From an optimization exercise on the open Yosys and OpenROAD flow, aimed at small area; shortcuts taken in it are not production practice.
The RTL was checked by simulation tests, not by an equivalence proof against the original design.
The clock port is modelled as an ideal driver; clocking choices that lean on that would not hold on a real chip.
Power and IR drop assume default switching activity.

==> flow/design.v, too long to show whole: its modules and the start of the top module <==
// module i2s_receiver: 55 lines
// module eq_mac: 762 lines
// module eq_mac_fa: 10 lines
// module eq_mac_ha: 9 lines
// module eq_mac_xn: 7 lines
// module eq_mac_or: 7 lines
// module eq_mac_sel: 10 lines
// module eq_mac_sel0: 8 lines
// module eq_mac_selp: 10 lines
// module eq_mac_resolve: 14 lines
// module eq_band_mixer: 30 lines
// module i2s_transmitter: 67 lines
// module audio_processing: 212 lines
// module eq_pick16: 7 lines
// module eq_pick2: 10 lines
// module eq_pick11: 7 lines
module audio_processing #(
    parameter int num_taps = 8,
    parameter int bclk_div = 4
) (
    input  logic                        clk,
    input  logic                        rst,
    input  logic                        audio_enable,
    input  logic                        i2s_bclk,
    input  logic                        i2s_lrclk,
    input  logic                        i2s_d,
    input  logic                        coef_wr_en,
    input  audio_pkg::band_t            coef_band,
    input  logic [$clog2(num_taps)-1:0] coef_addr,
    input  audio_pkg::coef_t            coef_data,
    input  logic                        gain_wr_en,
    input  audio_pkg::band_t            gain_band,
    input  audio_pkg::gain_t            gain_data,
    output logic                        dac_bclk,
    output logic                        dac_lrclk,
    output logic                        dac_data
);
  // ...
==> flow/flow/run.sh <==
#!/bin/bash
set -euo pipefail
W=$PWD
{ head -n 1 synth_recipe.tcl; cat flow/abc_proc.tcl; tail -n +2 synth_recipe.tcl; } > own_synth.tcl
sed "s|SYNTH_SCRIPT=[^ ]*synth_recipe.tcl|SYNTH_SCRIPT=$W/own_synth.tcl|" standard.sh > own_standard.sh
grep -q "SYNTH_SCRIPT=$W/own_synth.tcl" own_standard.sh
export OWN_ABC_SCRIPT=$W/flow/abc_map.script
export CTS_ARGS="-sink_clustering_enable -repair_clock_nets -sink_clustering_size 24 -sink_clustering_max_diameter 100 -buf_list sky130_fd_sc_hd__clkbuf_16 -dont_use_dummy_load"
bash own_standard.sh > standard.log 2>&1
==> flow/flow/abc_map.script <==
&get -n
&st
&dch
&nf -R 1000 -p
&st
&syn2
&if -g -K 6
&synch2
&nf -R 1000 -p
&st
&syn2
&if -g -K 6
&synch2
&nf -R 1000 -p
&st
&syn2
&if -g -K 6
&synch2
&nf -R 1000 -p
&st
&syn2
&if -g -K 6
&synch2
&nf -R 1000 -p
&st
&syn2
&if -g -K 6
&synch2
&nf -R 1000 -p
&put
buffer -c
topo
stime -c
dnsize -c
==> flow/flow/abc_proc.tcl <==
# Own synthesis: ORFS's synthesis exactly as the standard flow's synth_recipe.tcl runs it, except that the
# final technology mapping (abc) uses flow/abc_map.script instead of ORFS's abc_speed.script:
# the same sequence with the delay relaxed in &nf (-R 1000, pin permutation on) and without
# upsizing, so that gates are mapped for area; the clock period leaves ample slack.
proc abc {args} {
  set i [lsearch -exact $args -script]
  if { $i >= 0 } {
    lset args [expr { $i + 1 }] $::env(OWN_ABC_SCRIPT)
  }
  yosys abc {*}$args
}
==> flow/standard.sh <==
#!/bin/bash
# synth_recipe.tcl (not shown) runs the flow's synth.tcl, then flattens the netlist and writes it again
# the make line also repeats each setting of config.mk as NAME=value (left out here)
make -C /OpenROAD-flow-scripts/flow DESIGN_CONFIG=/design/flow/config.mk WORK_HOME=/design/flow/orfs CLKGATE_MAP_FILE= SYNTH_SCRIPT=/design/flow/synth_recipe.tcl "${@:-finish}"
==> flow/config.mk <==
export PLATFORM = sky130hd
export DESIGN_NAME = audio_processing
export DESIGN_NICKNAME = audio_processing
export VERILOG_FILES = /design/flow/design.v
export SDC_FILE = /design/flow/constraint.sdc
export NUM_CORES = 4
export LEC_CHECK = 0
export CAP_MARGIN = 20
export CORE_MARGIN = 2
export CORE_UTILIZATION = 70
export CTS_BUF_LIST = sky130_fd_sc_hd__clkbuf_16
export CTS_CLUSTER_DIAMETER = 100
export CTS_CLUSTER_SIZE = 24
export SLEW_MARGIN = 20
export SYNTH_HIERARCHICAL = 1
==> flow/constraint.sdc <==
create_clock -name core_clock -period 20.0 [get_ports {clk}]
set_input_delay 4.0000 -clock core_clock [delete_from_list [all_inputs] [get_ports {clk}]]
set_output_delay 4.0000 -clock core_clock [all_outputs]
set_load 0.01 [all_outputs]
==> impl_metrics.ini, run 1 <==
[pwr]
power_frac_clock = 0.148
p_int_uw = 4483

[timing]
max_slew_margin = 0.2272
hold_slack_ns = 0.2966
setup_tns_ns = 0

[cells_and_area]
seq_cells = 992
area.sequential_mm2 = 0.02443
postLayoutCellArea_mm2 = 0.05339
nNonClkBuffers = 162
drive_gt1_frac = 0.1113
fin_cells = 4715

[clock_network]
cts_max_level = 2
cts_tree = yes
cts-buffers-inserted = 50

[critical_path]
cpLargestDelayFamily = adder cells
crit_arrival_ns = 17.43

[logic_synthesis]
yosysWarningCount = 13
synth_cells = 3683
synth_top_cell_by_area = edfxtp_1

[min_path]
whs_endpoint = ring_l[2]
whs_path_depth = 0

[detailed_routing]
totalWireLength_mm = 137.0
route.detailed.drc = 0

[grt]
grt_usage = 0.3744

[status]
status = complete, no violations

[place]
gp_congestion = 0.9655
==> module i2s_transmitter, before the edit <==
module i2s_transmitter (
    input  logic        clk,
    input  logic        rst,
    input  logic        audio_enable,
    input  logic        mix_valid,
    input  logic [47:0] mix_frame,           
    output logic        dac_bclk,
    output logic        dac_lrclk,           
    output logic        dac_data
);
    logic [1:0]  div_cnt;
    logic [4:0]  bit_cnt;                    
    logic [47:0] hold;                       
    logic [47:0] tx_sr;                      
    logic        hold_v;
    logic        tx_v;
    logic        half_end;
    logic        bclk_fall;
    assign half_end  = (div_cnt == 2'd3);
    assign bclk_fall = half_end & dac_bclk;
    always_ff @(posedge clk) begin
        if (rst || !audio_enable) begin
            div_cnt   <= '0;
            dac_bclk  <= 1'b0;
            dac_lrclk <= 1'b0;                              
            dac_data  <= 1'b0;
            bit_cnt   <= '0;
            hold_v    <= 1'b0;                              
            tx_v      <= 1'b0;
        end else begin
            if (mix_valid)
                hold_v <= 1'b1;
            div_cnt <= div_cnt + 2'd1;
            if (half_end)
                dac_bclk <= ~dac_bclk;
            if (bclk_fall) begin
                if (bit_cnt == 5'd31) begin
                    bit_cnt   <= '0;
                    dac_lrclk <= ~dac_lrclk;
                    dac_data  <= 1'b0;                      
                    if (dac_lrclk)
                        tx_v <= hold_v;                     
                end else begin
                    bit_cnt <= bit_cnt + 5'd1;
                    if (bit_cnt < 5'd24)
                        dac_data <= tx_v & tx_sr[47];       
                    else
                        dac_data <= 1'b0;                   
                end
            end
        end
    end
    always_ff @(posedge clk) begin
        if (mix_valid && audio_enable && !rst)
            hold <= mix_frame;                              
    end
    always_ff @(posedge clk) begin
        if (bclk_fall) begin
            if (bit_cnt == 5'd31) begin
                if (dac_lrclk)
                    tx_sr <= hold;
            end else if (bit_cnt < 5'd24) begin
                tx_sr <= {tx_sr[46:0], 1'b0};
            end
        end
    end
endmodule
==> module audio_processing, before the edit <==
module audio_processing #(
    parameter int num_taps = 8,
    parameter int bclk_div = 4
) (
    input  logic                        clk,
    input  logic                        rst,
    input  logic                        audio_enable,
    input  logic                        i2s_bclk,
    input  logic                        i2s_lrclk,
    input  logic                        i2s_d,
    input  logic                        coef_wr_en,
    input  audio_pkg::band_t            coef_band,
    input  logic [$clog2(num_taps)-1:0] coef_addr,
    input  audio_pkg::coef_t            coef_data,
    input  logic                        gain_wr_en,
    input  audio_pkg::band_t            gain_band,
    input  audio_pkg::gain_t            gain_data,
    output logic                        dac_bclk,
    output logic                        dac_lrclk,
    output logic                        dac_data
);
    logic        clr;
    logic        left_soon, frame_soon, frame_done;
    logic [23:0] shift_sr;
    logic [4:0]  seq;
    logic [3:0]  hist_cnt;           
    logic [191:0] ring_l;            
    logic [191:0] ring_r;
    logic [2:0]  ptr_l, ptr_r;       
    logic        want_l, want_r;     
    logic        feed_l, feed_r;
    logic [2:0]  pos_l, pos_r;
    logic [7:0]  sel_l, sel_r;
    logic        pass;
    logic [2:0]  tap;
    logic        tap_ok;
    logic [23:0] tap_x;
    logic [15:0] coef0 [8];
    logic [15:0] coef1 [8];
    logic [15:0] coef_wdata;
    logic [15:0] gain_r0, gain_r1, gain_data_d;
    logic        gain_fwd0, gain_fwd1;
    logic [7:0]  csel;
    logic [10:0] csel0, csel1;
    logic        band_valid, s1_valid, mix_valid;
    logic [42:0] acc0_n, acc1_n;     
    logic        pend0, pend1;   
    logic [42:0] sum0_n, sum1_n;
    logic        pout0, pout1;
    logic [42:0] res0_n, res1_n;    
    logic [42:0] acc0, acc1;
    logic [23:0] res0, res1;         
    logic [23:0] sat15_0, sat15_1, sat14_0, sat14_1;
    logic [23:0] x0, x1;
    logic [15:0] c0, c1;
    logic        first;
    assign clr = rst | ~audio_enable;
    i2s_receiver rx (
        .clk (clk), .rst (rst), .audio_enable (audio_enable),
        .i2s_bclk (i2s_bclk), .i2s_lrclk (i2s_lrclk), .i2s_d (i2s_d),
        .left_soon (left_soon), .frame_soon (frame_soon), .frame_done (frame_done),
        .shift_sr (shift_sr)
    );
    always_ff @(posedge clk) begin
        if (clr)
            seq <= 5'd21;
        else if (frame_done)
            seq <= 5'd30;
        else if (seq != 5'd21)
            seq <= seq + 5'd1;
    end
    always_ff @(posedge clk) begin
        if (clr)
            hist_cnt <= '0;
        else if (seq == 5'd31 && hist_cnt != 4'd8)
            hist_cnt <= hist_cnt + 4'd1;
    end
    always_ff @(posedge clk) begin
        if (clr) begin
            band_valid <= 1'b0;
        end else begin
            band_valid <= (seq == 5'd17);                   
        end
    end
    always_ff @(posedge clk) begin
        if (rst) begin
            s1_valid  <= 1'b0;
            mix_valid <= 1'b0;
        end else begin
            s1_valid  <= band_valid;
            mix_valid <= s1_valid;
        end
    end
    assign feed_l = (want_l || left_soon) && ptr_l == 3'd1;
    assign feed_r = (want_r || frame_soon) && ptr_r == 3'd1;
    always_ff @(posedge clk) begin
        ring_l <= {feed_l ? shift_sr : ring_l[23:0], ring_l[191:24]};
        ring_r <= {feed_r ? shift_sr : ring_r[23:0], ring_r[191:24]};
    end
    always_ff @(posedge clk) begin
        if (rst) begin
            ptr_l  <= '0;
            ptr_r  <= '0;
            want_l <= 1'b0;
            want_r <= 1'b0;
        end else begin
            ptr_l  <= feed_l ? 3'd7 : ptr_l - 3'd1;
            ptr_r  <= feed_r ? 3'd7 : ptr_r - 3'd1;
            want_l <= (want_l || left_soon) && !feed_l;
            want_r <= (want_r || frame_soon) && !feed_r;
        end
    end
    assign pos_l = ptr_l + tap;
    assign pos_r = ptr_r + tap;
    always_comb begin
        for (int i = 0; i < 8; i++) begin
            sel_l[i] = tap_ok && !seq[3] && pos_l == 3'(i);
            sel_r[i] = tap_ok &&  seq[3] && pos_r == 3'(i);
        end
    end
    for (genvar b = 0; b < 24; b++) begin : g_tap
        logic [15:0] d;
        for (genvar i = 0; i < 8; i++) begin : g_word
            assign d[i]     = ring_l[i*24 + b];
            assign d[i + 8] = ring_r[i*24 + b];
        end
        eq_pick16 pick (.sel ({sel_r, sel_l}), .d (d), .y (tap_x[b]));
    end
    assign pass   = ~seq[4];
    assign tap    = seq[2:0];
    assign tap_ok = pass && ({1'b0, tap} < hist_cnt);   
    assign coef_wdata = rst ? 16'd0 : coef_data;
    always_ff @(posedge clk) begin
        for (int i = 0; i < 8; i++) begin
            if (rst || (coef_wr_en && !coef_band && coef_addr == 3'(i)))
                coef0[i] <= coef_wdata;
            if (rst || (coef_wr_en && coef_band && coef_addr == 3'(i)))
                coef1[i] <= coef_wdata;
        end
    end
    eq_band_mixer gains (
        .clk (clk), .rst (rst),
        .gain_wr_en (gain_wr_en), .gain_band (gain_band), .gain_data (gain_data),
        .gain_r0 (gain_r0), .gain_r1 (gain_r1),
        .data_d (gain_data_d), .fwd0 (gain_fwd0), .fwd1 (gain_fwd1)
    );
    eq_mac_resolve res_0 (.acc_n (acc0_n[42:22]), .pend (pend0), .res_n (res0_n[42:22]));
    eq_mac_resolve res_1 (.acc_n (acc1_n[42:22]), .pend (pend1), .res_n (res1_n[42:22]));
    assign res0_n[21:0] = acc0_n[21:0];
    assign res1_n[21:0] = acc1_n[21:0];
    assign acc0 = ~res0_n;
    assign acc1 = ~res1_n;
    assign sat15_0 = sat_shift15(acc0);
    assign sat15_1 = sat_shift15(acc1);
    assign sat14_0 = sat_shift14(acc0);
    assign sat14_1 = sat_shift14(acc1);
    assign first = (pass && tap == 3'd0) || band_valid;
    always_comb begin
        for (int k = 0; k < 8; k++)
            csel[k] = !band_valid && !s1_valid && tap == 3'(k);
    end
    assign csel0 = {s1_valid, band_valid && !gain_fwd0, band_valid && gain_fwd0, csel};
    assign csel1 = {s1_valid, band_valid && !gain_fwd1, band_valid && gain_fwd1, csel};
    for (genvar b = 0; b < 24; b++) begin : g_x
        eq_pick2 px0 (.t (tap_x[b]), .sa (band_valid), .a (res0[b]),    .sb (s1_valid), .b (res1[b]), .y (x0[b]));
        eq_pick2 px1 (.t (tap_x[b]), .sa (band_valid), .a (sat15_1[b]), .sb (s1_valid), .b (res0[b]), .y (x1[b]));
    end
    for (genvar b = 0; b < 16; b++) begin : g_c
        logic [10:0] d0, d1;
        for (genvar k = 0; k < 8; k++) begin : g_k
            assign d0[k] = coef0[k][b];
            assign d1[k] = coef1[k][b];
        end
        assign d0[10:8] = {gain_r1[b], gain_r0[b], gain_data_d[b]};
        assign d1[10:8] = {gain_r0[b], gain_r1[b], gain_data_d[b]};
        eq_pick11 pc0 (.sel (csel0), .d (d0), .y (c0[b]));
        eq_pick11 pc1 (.sel (csel1), .d (d1), .y (c1[b]));
    end
    eq_mac mac0 (.c (c0), .x (x0), .first (first), .acc_n (acc0_n), .pend (pend0),
                 .sum_n (sum0_n), .pout (pout0));
    eq_mac mac1 (.c (c1), .x (x1), .first (first), .acc_n (acc1_n), .pend (pend1),
                 .sum_n (sum1_n), .pout (pout1));
    always_ff @(posedge clk) begin
        acc0_n  <= sum0_n;
        acc1_n  <= sum1_n;
        pend0 <= pout0;
        pend1 <= pout1;
    end
    always_ff @(posedge clk) begin
        if (seq == 5'd8 || band_valid)
            res0 <= sat15_0;                                
        if (seq == 5'd8)
            res1 <= sat15_1;
    end
    i2s_transmitter tx (
        .clk (clk), .rst (rst), .audio_enable (audio_enable),
        .mix_valid (mix_valid), .mix_frame ({sat14_0, sat14_1}),
        .dac_bclk (dac_bclk), .dac_lrclk (dac_lrclk), .dac_data (dac_data)
    );
    function automatic logic [23:0] sat_shift15(input logic [42:0] v);
        if (v[42:38] == 5'b00000 || v[42:38] == 5'b11111)
            sat_shift15 = v[38:15];
        else
            sat_shift15 = v[42] ? 24'h800000 : 24'h7fffff;
    endfunction
    function automatic logic [23:0] sat_shift14(input logic [42:0] v);
        if (v[42:37] == 6'b000000 || v[42:37] == 6'b111111)
            sat_shift14 = v[37:14];
        else
            sat_shift14 = v[42] ? 24'h800000 : 24'h7fffff;
    endfunction
endmodule
==> run 2: changes to the inputs <==
--- a/flow/design.v
+++ b/flow/design.v
@@ -963,4 +963,7 @@
     logic        half_end;
     logic        bclk_fall;
+    logic        tx_load;
+    logic        tx_shift;
+    logic [47:0] tx_next;
     assign half_end  = (div_cnt == 2'd3);
     assign bclk_fall = half_end & dac_bclk;
@@ -1001,14 +1004,17 @@
             hold <= mix_frame;                              
     end
-    always_ff @(posedge clk) begin
-        if (bclk_fall) begin
-            if (bit_cnt == 5'd31) begin
-                if (dac_lrclk)
-                    tx_sr <= hold;
-            end else if (bit_cnt < 5'd24) begin
-                tx_sr <= {tx_sr[46:0], 1'b0};
-            end
+    assign tx_load  = bclk_fall && bit_cnt == 5'd31 && dac_lrclk;
+    assign tx_shift = bclk_fall && bit_cnt < 5'd24;
+    for (genvar b = 0; b < 48; b++) begin : g_sr
+        if (b == 0) begin : g_lsb
+            assign tx_next[b] = tx_load & hold[b];
+        end else begin : g_bit
+            eq_pick1 pk (.sa (tx_load), .a (hold[b]), .sb (!tx_load), .b (tx_sr[b-1]), .y (tx_next[b]));
         end
     end
+    always_ff @(posedge clk) begin
+        if (tx_load || tx_shift)
+            tx_sr <= tx_next;
+    end
 endmodule
 `timescale 1ns/100ps
@@ -1046,4 +1052,5 @@
     logic [2:0]  pos_l, pos_r;
     logic [7:0]  sel_l, sel_r;
+    logic [23:0] in_l, in_r;         
     logic        pass;
     logic [2:0]  tap;
@@ -1108,7 +1115,11 @@
     assign feed_l = (want_l || left_soon) && ptr_l == 3'd1;
     assign feed_r = (want_r || frame_soon) && ptr_r == 3'd1;
+    for (genvar b = 0; b < 24; b++) begin : g_feed
+        eq_pick1 pl (.sa (feed_l), .a (shift_sr[b]), .sb (!feed_l), .b (ring_l[b]), .y (in_l[b]));
+        eq_pick1 pr (.sa (feed_r), .a (shift_sr[b]), .sb (!feed_r), .b (ring_r[b]), .y (in_r[b]));
+    end
     always_ff @(posedge clk) begin
-        ring_l <= {feed_l ? shift_sr : ring_l[23:0], ring_l[191:24]};
-        ring_r <= {feed_r ? shift_sr : ring_r[23:0], ring_r[191:24]};
+        ring_l <= {in_l, ring_l[191:24]};
+        ring_r <= {in_r, ring_r[191:24]};
     end
     always_ff @(posedge clk) begin
@@ -1249,2 +1260,11 @@
     assign y = |(sel & d);
 endmodule
+module eq_pick1 (
+    input  logic sa,
+    input  logic a,
+    input  logic sb,
+    input  logic b,
+    output logic y
+);
+    assign y = (sa & a) | (sb & b);
+endmodule
--- a/flow/flow/run.sh
+++ b/flow/flow/run.sh
@@ -7,3 +7,4 @@
 export OWN_ABC_SCRIPT=$W/flow/abc_map.script
 export CTS_ARGS="-sink_clustering_enable -repair_clock_nets -sink_clustering_size 24 -sink_clustering_max_diameter 100 -buf_list sky130_fd_sc_hd__clkbuf_16 -dont_use_dummy_load"
+export BUFFER_PORTS_ARGS="-buffer_cell sky130_fd_sc_hd__buf_1"
 bash own_standard.sh > standard.log 2>&1
--- a/flow/config.mk
+++ b/flow/config.mk
@@ -8,5 +8,5 @@
 export CAP_MARGIN = 20
 export CORE_MARGIN = 2
-export CORE_UTILIZATION = 70
+export CORE_UTILIZATION = 80
 export CTS_BUF_LIST = sky130_fd_sc_hd__clkbuf_16
 export CTS_CLUSTER_DIAMETER = 100
==> impl_metrics.ini, run 2 <==
[status]
status = complete, no violations

[detailed_routing]
totalWireLength_mm = 138.5
m1WireLength_mm = 47.42
post_drt_wl_per_cell_um = 30.40
drtAntennaViolNets = 0
met3_length_mm = 17.34
top_layer_used = met5
drt_iter0_drc = 5093
vias = 34250
via_per_inst = 7.520
wl_met2_mm = 64.77
route.detailed.drc = 0
dr.pass1.iters = 7

[timing]
setup_tns_ns = 0
finalMaxSlewViolations = 0
finClkSkew_ns = 0.09210
setup_viol = 0
min_period_ns = 17.11
hold_viol = 0
fin_crit_sh = 0.8557
rsz0062_at_grt = false
max_slew_margin = 0.2327
fmax_mhz = 58.43
worst_pin_slew_ns = 1.151
fin_ws_ns = 2.886

[critical_path]
crit_arrival_ns = 17.61
crit_path_end = acc1_n[42]
required_ns = 20.50
critPathMaxStageDelay_ns = 0.61
crit_fanout = 23
crit_start = acc1_n[22]
cpMostUsedCell = fa_1
r2r_cells = 51
r2r_start = acc1_n[22]
crit_type = flop to flop
cp-end-kind = flop
critPathSlowestCell = fa_1
regToRegSetupSlack_ns = 2.89
cp-start-kind = flop
r2r_end = acc1_n[42]

[clock_network]
postCtsSetupBuffers = 0
cts_max_level = 2
cts_resized = 0
cts_buffer_depth = 3
clk_latency_ns = 0.66
cts_tree = yes
cts-buffers-inserted = 49
clock_sinks = 992
clk_pin_slew_ns = 0.10
cts_hold_buffers = 0
root_buffer = clkbuf_16

[die]
die-area_mm2 = 0.06429
die_h_um = 253.6
pin_count = 48
start_util = 0.8088
design.core.area_mm2 = 0.06160
num_rows = 91
die_x_um = 253.6

[cells_and_area]
nNetsFinal = 4312
fin_cells = 4555
syn2layout_area_growth_pct = 5.726
multi_input_area_mm2 = 0.02469
final_cell_mix = dfxtp_1 (534), edfxtp_1 (456), a22oi_1 (448)
drive_gt1_frac = 0.09125
final_common_cell = dfxtp_1
fillers = 2989
postLayoutCellArea_mm2 = 0.05267
area.sequential_mm2 = 0.02443
top_regs = ring_l: 192 flops, ring_r: 192 flops

[logic_synthesis]
synth_commonest_cells = dfxtp_1 (536), edfxtp_1 (456), a22oi_1 (448)
synth-edff-count = 456
synth_ff_type = dfxtp_1
synth_cell_type_count = 43
avgSynthCellArea_um2 = 13.75
async_reset_ff_frac = 0
syn_nets = 4217
synth_most_common_cell = dfxtp_1
netlist.area_leader.share = 0.2749
yosysWarningCount = 13
seq_area_frac_synth = 0.4902
synth_top_cell_by_area = edfxtp_1
synth_cells = 3622
synth_seq_cells = 992
syn-cell-area_mm2 = 0.04982
yosys-top-cells-area = edfxtp_1 (27%), dfxtp_1 (22%), fa_1 (17%)

[grt]
grt_usage = 0.4373
grt_max_degree = 79
grt_pass1_vias = 36170
grt_pass1_wl_mm = 210.7
grt-ovfl-total = 0
antenna_found_initial = 2

[pwr]
power.density_mw_per_mm2 = 135.6
power_leakage_uw = 0.01845
vdd_drop_max_v = 0.0001055
finalPower_uw = 7140

[place]
dp_slack_ns = 2.566
hpwlAfterDp_mm = 88.19
gp_congestion = 0.9528
postPlaceCellArea_mm2 = 0.05139
place_inst = 4501
place.port_buffers = 47

[min_path]
min_path_type = flop to flop

[flow_run]
drv_cap = 0
-- run 2: final cells by class --
type / count / area share
multi-input combinational: 2462 / 0.4688
sequential: 992 / 0.4637
clock buffer: 49 / 0.02328
timing repair buffer: 164 / 0.02071
tap: 837 / 0.01988
inverter: 48 / 0.003421
antenna: 3 / 0.0001425
-- run 2: per-layer routing --
layer / global-route usage / vias to the layer above
met5: 0 / -
met3: 0.09894 / 633
met1: 0.5642 / 16960
met2: 0.6906 / 2789
li1: - / 13870
met4: 0.2521 / 4
-- run 2: kinds of logic (layout without fill, tap and decap cells) --
kind of cell,Yosys count,count (layout),synth area share
compound gates,1031,1031,0.1612
flops,992,992,0.4902
fa+ha+maj,550,550,0.2017
xor+xnor,450,450,0.07911
simple gates,428,428,0.04792
buf+inv,168,261,0.01921
mux,3,3,0.0006028
other cells,0,3,0
-- run 2: worst max-delay path, delay by kind of cell, from the launching register on --
family | cells | cell delay, ns
DFF | 1 | 0.31
and+or+nand+nor | 1 | 0.54
AOI/OAI and AO/OA | 3 | 1.16
adders and majority gates | 45 | 14.40
xor gates and xnor gates | 2 | 0.59
-- run 2: worst min-delay path by stage --
stage | slack, ns | depth (start not counted) | from | to
after floorplan | 0.33 | 0 | ring_l[144] | ring_l[120]
after global placement | 0.33 | 0 | ring_r[90] | ring_r[66]
after detailed placement | 0.34 | 0 | ring_l[72] | ring_l[48]
after CTS | 0.31 | 0 | ring_l[65] | ring_l[41]
after global routing | 0.31 | 0 | ring_l[65] | ring_l[41]
final | 0.30 | 0 | ring_l[65] | ring_l[41]
-- run 2: metrics by stage --
stage / util / hold WS [ns]
floorplan: - / 0.3308
global placement: 0.8338 / 0.3329
detailed placement: 0.8343 / 0.3358
CTS: 0.8542 / 0.3098
global route: 0.8550 / 0.3076
finish: 0.8551 / 0.3007
-- run 2: Yosys stat by module (local to each module, per instance), a selection --
module | area [um2] | times used | cells inside
eq_pick1 | 8.758 | 95 | 1
audio_processing | 20740 | 1 | 1108
eq_mac | 825.8 | 2 | 131
eq_pick16 | 76.32 | 24 | 9
eq_mac_or | 6.256 | 16 | 1
eq_mac_xn | 8.758 | 16 | 1
-- run 2: report_power, final --
part,internal (uW),leakage [uW],switching [uW],total [uW]
Sequential,2460,0.00867,93.6,2550
Clock,437,0.000604,608,1040
Combinational,1580,0.00917,1960,3540
==> run 3: changes to the inputs <==
--- a/flow/flow/run.sh
+++ b/flow/flow/run.sh
@@ -7,4 +7,3 @@
 export OWN_ABC_SCRIPT=$W/flow/abc_map.script
 export CTS_ARGS="-sink_clustering_enable -repair_clock_nets -sink_clustering_size 24 -sink_clustering_max_diameter 100 -buf_list sky130_fd_sc_hd__clkbuf_16 -dont_use_dummy_load"
-export BUFFER_PORTS_ARGS="-buffer_cell sky130_fd_sc_hd__buf_1"
 bash own_standard.sh > standard.log 2>&1
==> impl_metrics.ini, run 3 <==
[timing]
min_period_ns = 16.95
setup_tns_ns = 0
worst_pin_slew_ns = 1.174
finalMaxSlewViolations = 0
rsz0062_at_grt = false
setup_viol = 0
hold_viol = 0
fin_crit_sh = 0.8477
finClkSkew_ns = 0.08242
fmax_mhz = 58.98
max_slew_margin = 0.2166

[critical_path]
cpMostUsedCell = fa_1
crit_fanout = 23
crit_type = flop to flop
regToRegSetupSlack_ns = 3.05
critPathMaxStageDelay_ns = 0.75
cp-start-kind = flop
required_ns = 20.51
critPathSlowestCell = a221o_1
r2r_start = acc1_n[22]
r2r_cells = 52
cp-end-kind = flop
crit_arrival_ns = 17.46
r2r_end = acc1_n[42]

[detailed_routing]
post_drt_wl_per_cell_um = 30.43
route.detailed.drc = 0
vias = 34030
totalWireLength_mm = 138.6
wl_met2_mm = 64.74
via_per_inst = 7.471
drtAntennaViolNets = 0
dr.pass1.iters = 9
met3_length_mm = 18.08
m1WireLength_mm = 47.84
top_layer_used = met4
drt_iter0_drc = 5140

[logic_synthesis]
synth-edff-count = 456
netlist.area_leader.share = 0.2749
avgSynthCellArea_um2 = 13.75
synth_cell_type_count = 43
synth_cells = 3622
synth_top_cell_by_area = edfxtp_1
yosys-top-cells-area = edfxtp_1 (27%), dfxtp_1 (22%), fa_1 (17%)
synth_ff_type = dfxtp_1
seq_area_frac_synth = 0.4902
synth_seq_cells = 992
yosysWarningCount = 13
synth_commonest_cells = dfxtp_1 (536), edfxtp_1 (456), a22oi_1 (448)
syn-cell-area_mm2 = 0.04982
syn_nets = 4217
async_reset_ff_frac = 0
synth_most_common_cell = dfxtp_1

[clock_network]
cts_buffer_depth = 3
cts_hold_buffers = 0
clock_sinks = 992
cts_tree = yes
cts-buffers-inserted = 50
postCtsSetupBuffers = 0
clk_latency_ns = 0.65
root_buffer = clkbuf_16
clk_pin_slew_ns = 0.09
cts_resized = 0
cts_max_level = 2

[min_path]
whs_path_depth = 0
min_from = ring_r[125]
whs_endpoint = ring_r[101]
min_path_type = flop to flop

[cells_and_area]
final_common_cell = dfxtp_1
final_cell_mix = dfxtp_1 (534), edfxtp_1 (456), a22oi_1 (448)
drive_gt1_frac = 0.09152
area.sequential_mm2 = 0.02443
multi_input_area_mm2 = 0.02466
nNetsFinal = 4312
syn2layout_area_growth_pct = 6.238
top_regs = ring_l: 192 flops, ring_r: 192 flops
final_util = 0.8593
fin_cells = 4554
fillers = 2897

[grt]
grt_pass1_vias = 36010
grt_usage = 0.4356
grt-ovfl-total = 0
grt_max_degree = 58
grt_pass1_wl_mm = 210.5
antenna_found_initial = 2

[die]
die-area_mm2 = 0.06429
start_util = 0.8088
pin_count = 48
design.core.area_mm2 = 0.06160
num_rows = 91
die_x_um = 253.6
die_h_um = 253.6

[pwr]
vdd_drop_max_v = 0.0001080
seqPwrFrac = 0.354
p_switching_uw = 2697
power.density_mw_per_mm2 = 136.3
power_leakage_uw = 0.01857
power_frac_clock = 0.147
combPwrFrac = 0.500
p_int_uw = 4516
switching_share = 0.3739

[place]
gp_congestion = 0.9325
hpwlAfterDp_mm = 87.96
place.port_buffers = 47
place_inst = 4500

[status]
status = complete, no violations

[flow_run]
drv_cap = 0
==> run 3: worst max path at each step <==
stage,end,slack [ns],depth (start not counted),from
3_5_place_dp,acc1_n[42],2.78,51,acc1_n[22]
3_3_place_gp,acc1_n[42],3.17,51,acc1_n[22]
6_report,acc1_n[42],3.05,52,acc1_n[22]
4_1_cts,acc1_n[42],2.79,51,acc1_n[22]
2_1_floorplan,acc0_n[42],3.97,35,s1_valid
5_1_grt,acc1_n[42],2.37,51,acc1_n[22]
==> run 3: per-module statistics from Yosys, one instance, submodules excluded, a selection <==
module            area [um2]  flip-flops and latches  cells inside
eq_mac_ha              12.51                       0             1
i2s_transmitter         3405                     108           156
i2s_receiver            1285                      38            83
audio_processing       20740                     796          1108
eq_mac                 825.8                       0           131
eq_pick2               10.01                       0             1
eq_band_mixer           1496                      50            72
==> run 3: power by group through the flow <==
stage / combinational, uW / sequential [uW] / clock, uW
finish: 3600 / 2550 / 1060
global route: 4010 / 2560 / 1110
floorplan: 4080 / 2550 / 0
detailed placement: 3490 / 2590 / 0
global placement: 3210 / 2580 / 0
CTS: 3550 / 2550 / 1050
==> run 3: cell families (layout without fill, tap and decap cells) <==
group                    Yosys count  count (layout)  synth area share
buffers and inverters            168             261           0.01921
flip-flops                       992             992            0.4902
other                              0               2                 0
adder cells (fa/ha/maj)          550             550            0.2017
XOR/XNOR                         450             450           0.07911
AND/OR/NAND/NOR                  428             428           0.04792
multiplexers                       3               3         0.0006028
AO/OA/AOI/OAI                   1031            1031            0.1612
==> run 3: final cells by class <==
class | count | area share
diodes | 2 | 0.00009456
clock buffers | 50 | 0.02364
inverters | 48 | 0.003404
multi-input cells | 2462 | 0.4660
flip-flops and latches | 992 | 0.4615
well taps | 837 | 0.01979
repair buffers | 163 | 0.02563
==> run 3: stage by stage <==
stage / total power, uW / setup slack (ns) / hold slack (ns) / instance area, um2
global route: 7683 / 2.370 / 0.3214 / 52920
global placement: 5795 / 3.171 / 0.3331 / 51620
detailed placement: 6079 / 2.782 / 0.3369 / 51630
CTS: 7148 / 2.793 / 0.3257 / 52880
finish: 7214 / 3.045 / 0.3212 / 52930
floorplan: 6636 / 3.970 / 0.3308 / 49820
==> run 3: critical path: cells and delay by family, from the launching register on <==
kind                     cells  cell delay, ns
adder cells (fa/ha/maj)     46           14.17
AO/OA/AOI/OAI                3            1.26
XOR/XNOR                     2            0.60
AND/OR/NAND/NOR              1            0.53
flip-flops                   1            0.30
==> run 3: per-layer routing <==
metal  vias to the layer above  global-route usage
met3                       595              0.1033
met5                         -                   0
met1                     16850              0.5700
met2                      2728              0.6845
li1                      13850                   -
met4                         0              0.2311
==> run 4: changes to the inputs <==
--- a/flow/flow/run.sh
+++ b/flow/flow/run.sh
@@ -1,3 +1,11 @@
 #!/bin/bash
+# Own layout flow: the standard flow (standard.sh) with these changes.
+#  - Synthesis: synth_recipe.tcl with the abc command wrapped (flow/abc_proc.tcl) so that the
+#    final mapping uses flow/abc_map.script. Everything else in synthesis is the standard flow's: same
+#    passes, same registers, flattened and renamed the same way.
+#  - Port buffers: BUFFER_PORTS_ARGS makes buffer_ports (which still buffers every input and
+#    output port, as the standard flow does) use sky130_fd_sc_hd__buf_1.
+# standard.sh's make (every ORFS step, yosys and openroad) writes to standard.log here; ORFS
+# also keeps each step's log under orfs/logs.
 set -euo pipefail
 W=$PWD
@@ -7,3 +15,4 @@
 export OWN_ABC_SCRIPT=$W/flow/abc_map.script
 export CTS_ARGS="-sink_clustering_enable -repair_clock_nets -sink_clustering_size 24 -sink_clustering_max_diameter 100 -buf_list sky130_fd_sc_hd__clkbuf_16 -dont_use_dummy_load"
+export BUFFER_PORTS_ARGS="-buffer_cell sky130_fd_sc_hd__buf_1"
 bash own_standard.sh > standard.log 2>&1
==> impl_metrics.ini, run 4 <==
[logic_synthesis]
synthAdderAreaFrac = 0.2017
yosys-top-cells-area = edfxtp_1 (27%), dfxtp_1 (22%), fa_1 (17%)
seq_area_frac_synth = 0.4902
synth_seq_cells = 992
avgSynthCellArea_um2 = 13.75
async_reset_ff_frac = 0
synthSimpleGateAreaFrac = 0.04792
synth_cell_type_count = 43
yosysWarningCount = 13
synth_cells = 3622
synth_mux_area_frac = 0.0006027
syn_nets = 4217
synth_compound_area_frac = 0.1612
synth_ff_type = dfxtp_1
synth_top_family_by_area = adder cells
synth_most_common_cell = dfxtp_1
netlist.area_leader.share = 0.2749
synth_top_cell_by_area = edfxtp_1
synth_commonest_cells = dfxtp_1 (536), edfxtp_1 (456), a22oi_1 (448)
yosys.area_share.xor_xnor = 0.07911
syn-cell-area_mm2 = 0.04982
synth-edff-count = 456

[critical_path]
cpMostUsedCell = fa_1
cp-start-kind = flop
critPathMaxStageDelay_ns = 0.61
required_ns = 20.50
crit_type = flop to flop
cp-end-kind = flop
critPathSlowestCell = fa_1
crit_fanout = 23
crit_arrival_ns = 17.61

[pwr]
power_frac_clock = 0.146
p_switching_uw = 2666
vdd_drop_max_v = 0.0001055
finalPower_uw = 7140
power_leakage_uw = 0.01845
combPwrFrac = 0.496
p_int_uw = 4474
switching_share = 0.3734
seqPwrFrac = 0.357
power.density_mw_per_mm2 = 135.6

[grt]
grt_pass1_vias = 36170
grt_usage = 0.4373
grt_pass1_wl_mm = 210.7
grt_max_degree = 79
grt-ovfl-total = 0
antenna_found_initial = 2

[clock_network]
cts-buffers-inserted = 49
clk_pin_slew_ns = 0.10
cts_buffer_depth = 3
postCtsSetupBuffers = 0
clk_latency_ns = 0.66
cts_tree = yes
root_buffer = clkbuf_16
cts_resized = 0
cts_hold_buffers = 0
clock_sinks = 992
cts_max_level = 2

[timing]
setup_viol = 0
finalMaxSlewViolations = 0
fin_ws_ns = 2.886
setup_tns_ns = 0
hold_slack_ns = 0.3007
hold_viol = 0
fin_crit_sh = 0.8557
worst_pin_slew_ns = 1.151
finClkSkew_ns = 0.09210
rsz0062_at_grt = false
fmax_mhz = 58.43
min_period_ns = 17.11
max_slew_margin = 0.2327

[detailed_routing]
post_drt_wl_per_cell_um = 30.40
vias = 34250
via_per_inst = 7.520
drtAntennaViolNets = 0
dr.pass1.iters = 7
drt_iter0_drc = 5093
route.detailed.drc = 0
totalWireLength_mm = 138.5

[die]
pin_count = 48
die_x_um = 253.6
die-area_mm2 = 0.06429
start_util = 0.8088
num_rows = 91
design.core.area_mm2 = 0.06160
die_h_um = 253.6

[place]
gp_congestion = 0.9528
place.port_buffers = 47
hpwlAfterDp_mm = 88.19
place_inst = 4501
dp_slack_ns = 2.566

[cells_and_area]
area.sequential_mm2 = 0.02443
fillers = 2989
final_cell_mix = dfxtp_1 (534), edfxtp_1 (456), a22oi_1 (448)
final_common_cell = dfxtp_1
drive_gt1_frac = 0.09125
nNetsFinal = 4312
top_regs = ring_l: 192 flops, ring_r: 192 flops
multi_input_area_mm2 = 0.02469
fin_cells = 4555
syn2layout_area_growth_pct = 5.726

[flow_run]
drv_cap = 0

[status]
status = complete, no violations

[min_path]
min_path_type = flop to flop
run 4: cell counts after synthesis:
No cell type changed its count.
run 4: worst paths after layout:
kind | startpoint | endpoint | slack, ns | depth (start not counted)
max | acc1_n[22] | acc1_n[42] | 2.89 | 51
min | ring_l[65] | ring_l[41] | 0.30 | 0
max reg2reg | acc1_n[22] | acc1_n[42] | 2.89 | 51
min reg2reg | ring_l[65] | ring_l[41] | 0.30 | 0
run 4: layout make-up:
cell class,count,area share
timing repair buffer,164,0.02071
sequential,992,0.4637
clock buffer,49,0.02328
inverter,48,0.003421
tap,837,0.01988
multi-input combinational,2462,0.4688
antenna,3,0.0001425
run 4: worst max-delay path: cells and delay by family (launching register included):
kind / cells / cell delay [ns]
xor gates and xnor gates: 2 / 0.59
AOI/OAI and AO/OA: 3 / 1.16
and+or+nand+nor: 1 / 0.54
adders and majority gates: 45 / 14.40
DFF: 1 / 0.31
run 4: kinds of logic after synthesis:
family,count (synthesis)
compound gates,1031
flops,992
fa+ha+maj,550
xor+xnor,450
simple gates,428
buf+inv,168
mux,3
run 4: power by group through the flow:
stage               clock network [uW]  logic (uW)  registers, uW
floorplan                            0        4080           2550
global placement                     0        3190           2580
detailed placement                   0        3470           2590
CTS                               1040        3500           2550
global route                      1110        3980           2560
finish                            1040        3540           2550
run 4: modules after synthesis (local to each module, per instance), excerpt:
module | times used | cell area, um2 | flops+latches
eq_mac | 2 | 825.8 | 0
eq_pick1 | 95 | 8.758 | 0
eq_mac_ha | 64 | 12.51 | 0
eq_mac_resolve | 2 | 259.0 | 0
eq_mac_sel | 368 | 16.27 | 0
i2s_transmitter | 1 | 3405 | 108
eq_mac_sel0 | 16 | 12.51 | 0
eq_mac_fa | 420 | 20.02 | 0
i2s_receiver | 1 | 1285 | 38
eq_mac_selp | 16 | 16.27 | 0
eq_mac_or | 16 | 6.256 | 0
audio_processing | 1 | 20740 | 796
eq_mac_xn | 16 | 8.758 | 0
eq_pick2 | 48 | 10.01 | 0
eq_pick16 | 24 | 76.32 | 0
eq_band_mixer | 1 | 1496 | 50
run 4: metal layers:
metal / share of wire / wire length [um] / track usage
met1: 0.34 / 47420 / 0.5642
met2: 0.47 / 64770 / 0.6906
met3: 0.13 / 17340 / 0.09894
met4: 0.064 / 8904 / 0.2521
met5: 0.00022 / 30 / 0
run 4: stage by stage:
step                      cell area [um2]    util
final                               52670  0.8551
after global routing                52670  0.8550
after CTS                           52620  0.8542
after detailed placement            51390  0.8343
after global placement              51360  0.8338
after floorplan                     49820       -
==> run 5: changes to the inputs <==
--- a/flow/flow/run.sh
+++ b/flow/flow/run.sh
@@ -14,5 +14,5 @@
 grep -q "SYNTH_SCRIPT=$W/own_synth.tcl" own_standard.sh
 export OWN_ABC_SCRIPT=$W/flow/abc_map.script
-export CTS_ARGS="-sink_clustering_enable -repair_clock_nets -sink_clustering_size 24 -sink_clustering_max_diameter 100 -buf_list sky130_fd_sc_hd__clkbuf_16 -dont_use_dummy_load"
+export CTS_ARGS="-sink_clustering_enable -repair_clock_nets -sink_clustering_size 28 -sink_clustering_max_diameter 100 -buf_list sky130_fd_sc_hd__clkbuf_16 -dont_use_dummy_load"
 export BUFFER_PORTS_ARGS="-buffer_cell sky130_fd_sc_hd__buf_1"
 bash own_standard.sh > standard.log 2>&1
--- a/flow/config.mk
+++ b/flow/config.mk
@@ -11,5 +11,5 @@
 export CTS_BUF_LIST = sky130_fd_sc_hd__clkbuf_16
 export CTS_CLUSTER_DIAMETER = 100
-export CTS_CLUSTER_SIZE = 24
+export CTS_CLUSTER_SIZE = 28
 export SLEW_MARGIN = 20
 export SYNTH_HIERARCHICAL = 1
==> impl_metrics.ini, run 5 <==
[logic_synthesis]
synth-edff-count = 456
yosys-top-cells-area = edfxtp_1 (27%), dfxtp_1 (22%), fa_1 (17%)
avgSynthCellArea_um2 = 13.75
synth_most_common_cell = dfxtp_1
async_reset_ff_frac = 0
synth_top_cell_by_area = edfxtp_1
synth_ff_type = dfxtp_1
netlist.area_leader.share = 0.2749
yosysWarningCount = 13
syn-cell-area_mm2 = 0.04982
synth_seq_cells = 992
syn_nets = 4217
synth_cell_type_count = 43
seq_area_frac_synth = 0.4902
synth_commonest_cells = dfxtp_1 (536), edfxtp_1 (456), a22oi_1 (448)
synth_cells = 3622

[detailed_routing]
drt_iter0_drc = 5006
route.detailed.drc = 0
totalWireLength_mm = 137.7
dr.pass1.iters = 8
drtAntennaViolNets = 0
via_per_inst = 7.470
vias = 33970
post_drt_wl_per_cell_um = 30.28

[critical_path]
required_ns = 20.49
cp-end-kind = flop
crit_fanout = 23
crit_arrival_ns = 17.65
crit_start = acc1_n[22]
cpMostUsedCell = fa_1
critPathSlowestCell = fa_1
crit_type = flop to flop
r2r_start = acc1_n[22]
regToRegSetupSlack_ns = 2.84
critPathBufInv = 0
critPathMaxStageDelay_ns = 0.61
cpLargestDelayFamily = adder cells
cp-start-kind = flop

[cells_and_area]
diodes = 0
drive_gt1_frac = 0.09003
final_common_cell = dfxtp_1
nNetsFinal = 4307
final_cell_mix = dfxtp_1 (534), edfxtp_1 (456), a22oi_1 (448)
fillers = 3013
top_regs = ring_l: 192 flops, ring_r: 192 flops
postLayoutCellArea_mm2 = 0.05254
syn2layout_area_growth_pct = 5.465

[timing]
finClkSkew_ns = 0.09474
rsz0062_at_grt = false
min_period_ns = 17.16
finalMaxSlewViolations = 0
setup_tns_ns = 0
fin_crit_sh = 0.8578
worst_pin_slew_ns = 1.104
hold_viol = 0
fmax_mhz = 58.29
max_slew_margin = 0.2625
setup_viol = 0

[pwr]
power.density_mw_per_mm2 = 135.0
vdd_drop_max_v = 0.00009893
power_leakage_uw = 0.01838

[clock_network]
cts_hold_buffers = 0
clk_latency_ns = 0.65
cts_max_level = 2
cts_buffer_depth = 3
clk_pin_slew_ns = 0.11
cts_tree = yes
postCtsSetupBuffers = 0
root_buffer = clkbuf_16
cts_resized = 0
clock_sinks = 992
cts-buffers-inserted = 45

[die]
die_h_um = 253.6
start_util = 0.8088
pin_count = 48
num_rows = 91
die_x_um = 253.6
die-area_mm2 = 0.06429
design.core.area_mm2 = 0.06160

[place]
postPlaceCellArea_mm2 = 0.05139
place.port_buffers = 47
gp_congestion = 0.9528
hpwlAfterDp_mm = 88.19

[grt]
grt_max_degree = 79
grt-ovfl-total = 0
grt_pass1_wl_mm = 209.4
grt_pass1_vias = 35980
grt_usage = 0.4345
antenna_found_initial = 3

[min_path]
min_path_type = flop to flop
min_from = ring_l[160]

[flow_run]
drv_cap = 0

[status]
status = complete, no violations
## run 5: worst reg2reg max path, delay by kind of cell (launching register included)
family	cells	cell delay [ns]
fa+ha+maj	45	14.47
flops	1	0.31
xor+xnor	2	0.61
simple gates	1	0.56
compound gates	3	1.17
## run 5: layer usage
metal,share of wire,GRT usage
met1,0.34,0.5561
met2,0.47,0.6839
met3,0.13,0.1135
met4,0.060,0.2401
met5,0.00036,0
## run 5: per-module statistics from Yosys, one instance, submodules excluded, a selection
module | area [um2] | cells | times used | flops+latches
eq_mac | 825.8 | 131 | 2 | 0
eq_mac_fa | 20.02 | 1 | 420 | 0
eq_mac_ha | 12.51 | 1 | 64 | 0
eq_mac_or | 6.256 | 1 | 16 | 0
eq_mac_resolve | 259.0 | 21 | 2 | 0
eq_mac_sel | 16.27 | 2 | 368 | 0
eq_mac_sel0 | 12.51 | 2 | 16 | 0
eq_mac_xn | 8.758 | 1 | 16 | 0
## run 5: worst paths after layout
| kind | to | cells after the start |
|---|---|---|
| max reg2reg | acc1_n[42] | 51 |
| min | ring_l[136] | 0 |
| min reg2reg | ring_l[136] | 0 |
| max | acc1_n[42] | 51 |
## run 5: kinds of logic (layout without fill, tap and decap cells)
family	Yosys count	after routing	share of synthesized area
buffers and inverters	168	256	0.01921
multiplexers	3	3	0.0006028
adder cells (fa/ha/maj)	550	550	0.2017
XOR/XNOR	450	450	0.07911
flip-flops	992	992	0.4902
AND/OR/NAND/NOR	428	428	0.04792
AO/OA/AOI/OAI	1031	1031	0.1612
## run 5: layout make-up
cell class,count,area [um2],area share
clock buffer,45,1126,0.02143
multi-input combinational,2462,24690,0.4700
tap,837,1047,0.01993
sequential,992,24430,0.4649
timing repair buffer,163,1069,0.02034
inverter,48,180.2,0.003429
## run 5: report_power, final
group,leakage [uW],internal [uW],switching [uW]
clock network,0.000555,404,599
registers,0.00867,2460,93.9
logic,0.00915,1580,1960
## run 5: per-stage QoR
stage | hold WS, ns | setup slack (ns) | util | std cells | total power (uW)
global route | 0.3359 | 2.311 | 0.8530 | 4547 | 7598
global placement | 0.3329 | 3.177 | 0.8338 | 4500 | 5772
floorplan | 0.3308 | 3.970 | - | 3622 | 6636
finish | 0.3256 | 2.845 | 0.8530 | 4547 | 7095
detailed placement | 0.3358 | 2.566 | 0.8343 | 4501 | 6054
CTS | 0.3369 | 2.557 | 0.8526 | 4546 | 7049

## separate check: timing with driven ports
The results above use ideal ports. As a check the final layouts listed here were re-extracted and re-timed, cells and wires unchanged. Step 1: set_driving_cell puts a clkbuf_16 on clk and a buf_2 on each other input, an assumption about the parent block. Step 2 also shifts input and output timing later by t, the mid clock arrival at the registers, as if the neighbouring blocks saw the same clock. a / b / c = ideal ports / drivers / drivers and shift; a / b = the first two.
| run | shift t [ns] | setup WS [ns] | worst hold slack (ns) | slew at the worst register clock pin (ns) |
|---|---|---|---|---|
| run 1 | 0.676 | 3.041 / 3.041 / 3.041 | 0.297 / 0.297 / 0.297 | 0.10 / 0.10 |
| run 2 | 0.683 | 2.886 / 2.886 / 2.886 | 0.301 / 0.301 / 0.301 | 0.10 / 0.10 |
| run 3 | 0.677 | 3.045 / 3.045 / 3.045 | 0.321 / 0.321 / 0.321 | 0.10 / 0.10 |
| run 4 | 0.683 | 2.886 / 2.886 / 2.886 | 0.301 / 0.301 / 0.301 | 0.10 / 0.10 |
| run 5 | 0.673 | 2.845 / 2.845 / 2.845 | 0.326 / 0.326 / 0.326 | 0.11 / 0.11 |
After both steps every run listed still meets setup and hold.
